Context: an optimization exercise on an open-source flow, tuned for small area and a short achievable clock period. The choices shown serve that exercise and are no tape-out recipe. RTL that was checked went through simulation tests only; none was proved equivalent to the original. No activity file was given, so power comes from the tool's default toggle rates.

==> flow/design.v <==
package battlePkg;
    typedef logic [9:0]  pixelCoord_t;   
    typedef logic [3:0]  tileIdx_t;      
    typedef logic [1:0]  tileCode_t;     
    typedef logic [11:0] rgb_t;          
    typedef struct packed {
        pixelCoord_t x;                  
        pixelCoord_t y;                  
        logic        active;             
        logic        hsync;              
        logic        vsync;              
    } rasterPos_t;
    typedef struct packed {
        logic      board;                
        tileIdx_t  row;
        tileIdx_t  col;
        tileCode_t code;
    } tileWrite_t;
    typedef struct packed {
        logic       enable;
        tileIdx_t   row;                 
        tileIdx_t   col;                 
        logic       vertical;            
        logic [2:0] len;                 
    } ghostCfg_t;
endpackage
`timescale 1ns/10ps
module battleVideoTop (
    input  logic                  clk,
    input  logic                  rstN,
    input  battlePkg::tileWrite_t tileWr,
    input  logic                  tileWrValid,
    output logic                  tileWrReady,
    input  battlePkg::ghostCfg_t  ghostCfg,
    output battlePkg::rgb_t       rgb,
    output logic                  hsync,
    output logic                  vsync
);
    logic [9:0] hCnt, vCnt;               
    logic [9:0] hNext, vNext;             
    always_comb begin
        if (!rstN) begin
            hNext = 10'd0;
            vNext = 10'd0;
        end else if (hCnt == 10'((640 + 16 + 96 + 48) - 1)) begin
            hNext = 10'd0;
            vNext = (vCnt == 10'((480 + 10 + 2 + 33) - 1)) ? 10'd0 : vCnt + 10'd1;
        end else begin
            hNext = hCnt + 10'd1;
            vNext = vCnt;
        end
    end
    logic hAct, vAct;                     
    logic lineEnd, hActNext, vActNext;
    assign hAct     = hCnt < 10'(640);
    assign vAct     = vCnt < 10'(480);
    assign lineEnd  = hCnt == 10'((640 + 16 + 96 + 48) - 1);
    assign hActNext = lineEnd || (hAct && (hCnt != 10'(640 - 1)));
    assign vActNext = lineEnd ? ((vCnt == 10'((480 + 10 + 2 + 33) - 1)) ||
                                 (vAct && (vCnt != 10'(480 - 1))))
                              : vAct;
    logic       boardNext;
    logic [3:0] rowNext;
    assign boardNext = rstN && !hCnt[9] && (hCnt[8] || (hCnt[7:0] == 8'hFF));
    assign rowNext   = rstN ? vCnt[7:4] + 4'(lineEnd && (vCnt[3:0] == 4'hF)) : 4'd0;
    logic        readyQ;                  
    logic        activeQ;                 
    logic [31:0] grpSel;                  
    always_ff @(posedge clk) begin
        hCnt    <= hNext;
        vCnt    <= vNext;
        readyQ  <= rstN && !(hActNext && vActNext);
        activeQ <= !rstN || (hActNext && vActNext);
        grpSel  <= 32'd1 << {boardNext, rowNext};
    end
    assign tileWrReady = readyQ;
    logic active, onBoard0, inUs, atOrigin, hsync0, vsync0;
    assign active   = hAct && vAct;
    assign onBoard0 = (hCnt < 10'(256 + (16 << 4))) && (vCnt < 10'((16 << 4)));
    assign inUs     = (hCnt < 10'((16 << 4))) && (vCnt < 10'((16 << 4)));
    assign atOrigin = (hCnt == 10'd0) && (vCnt == 10'd0);
    assign hsync0   = !((hCnt >= 10'(640 + 16)) &&
                        (hCnt <  10'(640 + 16 + 96)));
    assign vsync0   = !((vCnt >= 10'(480 + 10)) &&
                        (vCnt <  10'(480 + 10 + 2)));
    logic [511:0][1:0] store;
    logic        pendValid;
    logic [8:0]  pendAddr;
    logic [1:0]  pendCode;
    logic [31:0] wrRow;                   
    logic [15:0] wrCol;                   
    always_ff @(posedge clk) begin
        pendValid <= tileWrValid && !activeQ;
        pendAddr  <= {tileWr.board, tileWr.row, tileWr.col};
        pendCode  <= tileWr.code;
    end
    assign wrRow = pendValid ? (32'd1 << pendAddr[8:4]) : 32'd0;
    assign wrCol = 16'd1 << pendAddr[3:0];
    for (genvar w = 0; w < 512; w++) begin : gWord
        always_ff @(posedge clk) begin
            if (wrRow[w / 16] && wrCol[w % 16]) begin
                store[w] <= pendCode;
            end
        end
    end
    logic       byHit;
    logic [1:0] byCode;
    assign byHit = pendValid && (pendAddr == {hCnt[8], vCnt[7:4], hCnt[7:4]});
    always_ff @(posedge clk) begin
        byCode <= byHit ? pendCode : 2'd0;
    end
    logic [15:0][1:0] pick;
    logic [15:0][1:0] lineA;
    logic [15:0] colSel;                  
    always_comb begin
        pick = '0;
        for (int g = 0; g < 32; g++) begin
            for (int c = 0; c < 16; c++) begin
                pick[c] = pick[c] | ({2{grpSel[g]}} & store[g * 16 + c]);
            end
        end
    end
    always_ff @(posedge clk) begin
        lineA <= pick;
        colSel <= byHit ? 16'd0 : (16'd1 << hCnt[7:4]);
    end
    logic       gEn;                      
    logic       gVert;                    
    logic [3:0] gCross;                   
    logic [3:0] gStart;                   
    logic [4:0] gEnd;                     
    logic       hitOrigin;
    logic [3:0] along, across;
    logic       ghostHit;
    always_ff @(posedge clk) begin
        if (!rstN) begin
            gEn    <= 1'b0;              
            gVert  <= 1'b0;
            gCross <= 4'd0;
            gStart <= 4'd0;
            gEnd   <= 5'd0;
        end else if (atOrigin) begin
            gEn    <= ghostCfg.enable;
            gVert  <= ghostCfg.vertical;
            gCross <= ghostCfg.vertical ? ghostCfg.col : ghostCfg.row;
            gStart <= ghostCfg.vertical ? ghostCfg.row : ghostCfg.col;
            gEnd   <= (ghostCfg.vertical ? {1'b0, ghostCfg.row} : {1'b0, ghostCfg.col})
                      + {2'b00, ghostCfg.len};
        end
    end
    assign hitOrigin = ghostCfg.enable && (ghostCfg.row == 4'd0) &&
                       (ghostCfg.col == 4'd0) && (ghostCfg.len != 3'd0);
    assign along  = gVert ? vCnt[7:4] : hCnt[7:4];
    assign across = gVert ? hCnt[7:4] : vCnt[7:4];
    always_ff @(posedge clk) begin
        if (!rstN) begin
            ghostHit <= 1'b0;
        end else if (atOrigin) begin
            ghostHit <= hitOrigin;
        end else begin
            ghostHit <= gEn && inUs && (across == gCross) &&
                        (along >= gStart) && ({1'b0, along} < gEnd);
        end
    end
    logic onBoard, actD, hsD, vsD;
    always_ff @(posedge clk) begin
        if (!rstN) begin
            onBoard <= 1'b0;
        end else begin
            onBoard <= onBoard0;
        end
    end
    always_ff @(posedge clk) begin
        actD <= active;
        hsD  <= hsync0;
        vsD  <= vsync0;
    end
    logic [1:0]      tileCode;           
    battlePkg::rgb_t tileColor;
    battlePkg::rgb_t pixColor;
    always_comb begin
        tileCode = byCode;
        for (int c = 0; c < 16; c++) begin
            tileCode = tileCode | ({2{colSel[c]}} & lineA[c]);
        end
    end
    always_comb begin
        case (tileCode)
            2'd1: tileColor = 12'h888;
            2'd2:  tileColor = 12'hF00;
            2'd3: tileColor = 12'hFFF;
            default:   tileColor = 12'h028;
        endcase
    end
    always_comb begin
        if (!actD) begin
            pixColor = 12'h000;
        end else if (ghostHit) begin
            pixColor = 12'h0F0;
        end else if (onBoard) begin
            pixColor = tileColor;
        end else begin
            pixColor = 12'h222;
        end
    end
    always_ff @(posedge clk) begin
        if (!rstN) begin
            rgb   <= 12'h000;
            hsync <= 1'b1;
            vsync <= 1'b1;
        end else begin
            rgb   <= pixColor;
            hsync <= hsD;
            vsync <= vsD;
        end
    end
endmodule
Settings: LEC_CHECK=0, CAP_MARGIN=20, CORE_MARGIN=2, CORE_UTILIZATION=65, CTS_CLUSTER_DIAMETER=70, CTS_CLUSTER_SIZE=22, PLACE_DENSITY=0.7, SETUP_SLACK_MARGIN=3.0, SLEW_MARGIN=20; clock period 5.0 ns.
standard.sh (not shown) runs the stock make flow with config.mk's settings and CLKGATE_MAP_FILE= SYNTH_SCRIPT=/design/flow/synth_recipe.tcl, a recipe that flattens the netlist after the stock synthesis.
==> flow/flow/run.sh <==
#!/bin/bash
# Layout flow: the standard flow, with the clock tree built without
# dummy balancing loads. Each tool's output goes to a log file here.
set -e
export CTS_ARGS="-sink_clustering_enable -repair_clock_nets -sink_clustering_size 22 -sink_clustering_max_diameter 70 -dont_use_dummy_load"
bash standard.sh > standard.log 2>&1
The first run completed without violations.
Then changed:
--- a/flow/design.v
+++ b/flow/design.v
@@ -60,8 +60,4 @@
                                  (vAct && (vCnt != 10'(480 - 1))))
                               : vAct;
-    logic       boardNext;
-    logic [3:0] rowNext;
-    assign boardNext = rstN && !hCnt[9] && (hCnt[8] || (hCnt[7:0] == 8'hFF));
-    assign rowNext   = rstN ? vCnt[7:4] + 4'(lineEnd && (vCnt[3:0] == 4'hF)) : 4'd0;
     logic        readyQ;                  
     logic        activeQ;                 
@@ -72,5 +68,5 @@
         readyQ  <= rstN && !(hActNext && vActNext);
         activeQ <= !rstN || (hActNext && vActNext);
-        grpSel  <= 32'd1 << {boardNext, rowNext};
+        grpSel  <= 32'd1 << {hNext[8], vNext[7:4]};
     end
     assign tileWrReady = readyQ;
The changed run completed without violations.
Worst hold slack degrades by 0.015 ns.
Total power stays flat.
Utilization hardly moves.
Synthesized area barely changes.
Cell area is about the same.
Count of clock-buffer cells in the layout does not change.
Routed wire length is higher by about 0.34%.
Register-to-register slack improves by 0.07 ns.
Non-clock buffer count is higher by 10.
Critical path depth is lower by 9.
First-iteration DRC count is higher by about 12%.
Global-route usage is lower by 0.28 points.
Worst setup slack improves by 0.011 ns.
Sequential share of layout area is about the same.
For the first run of this note, only the layout was checked, not whether the RTL still works.

-- port drivers added, routing unchanged --
The flow's constraints put no driver on any port. The routed layouts listed below were extracted and timed again, unchanged, in two steps. Step 1 assumes that a clkbuf_16 drives the clock port and a buf_2 every other input. Step 2 times the ports against the registers' clock, not the clock port: input delays grow and output delays shrink by t, the midpoint of the rising clock arrivals with the driver on. a / b / c = no drivers / after step 1 / after step 2; a / b = the first two.
run	t, ns	setup slack, ns	hold slack, ns	worst setup path after step 2	latest minus earliest clock arrival (ns)
the first run	0.716	2.905 / 2.848 / 2.361	0.408 / 0.408 / 0.408	input to register	0.080 / 0.080
the second run	0.711	2.916 / 2.852 / 2.395	0.393 / 0.393 / 0.393	input to register	0.068 / 0.068
After both steps every run listed still meets setup and hold. The setup slack of the first run, which loses most, moves by -0.057 ns with the drivers and by -0.544 ns with both steps.
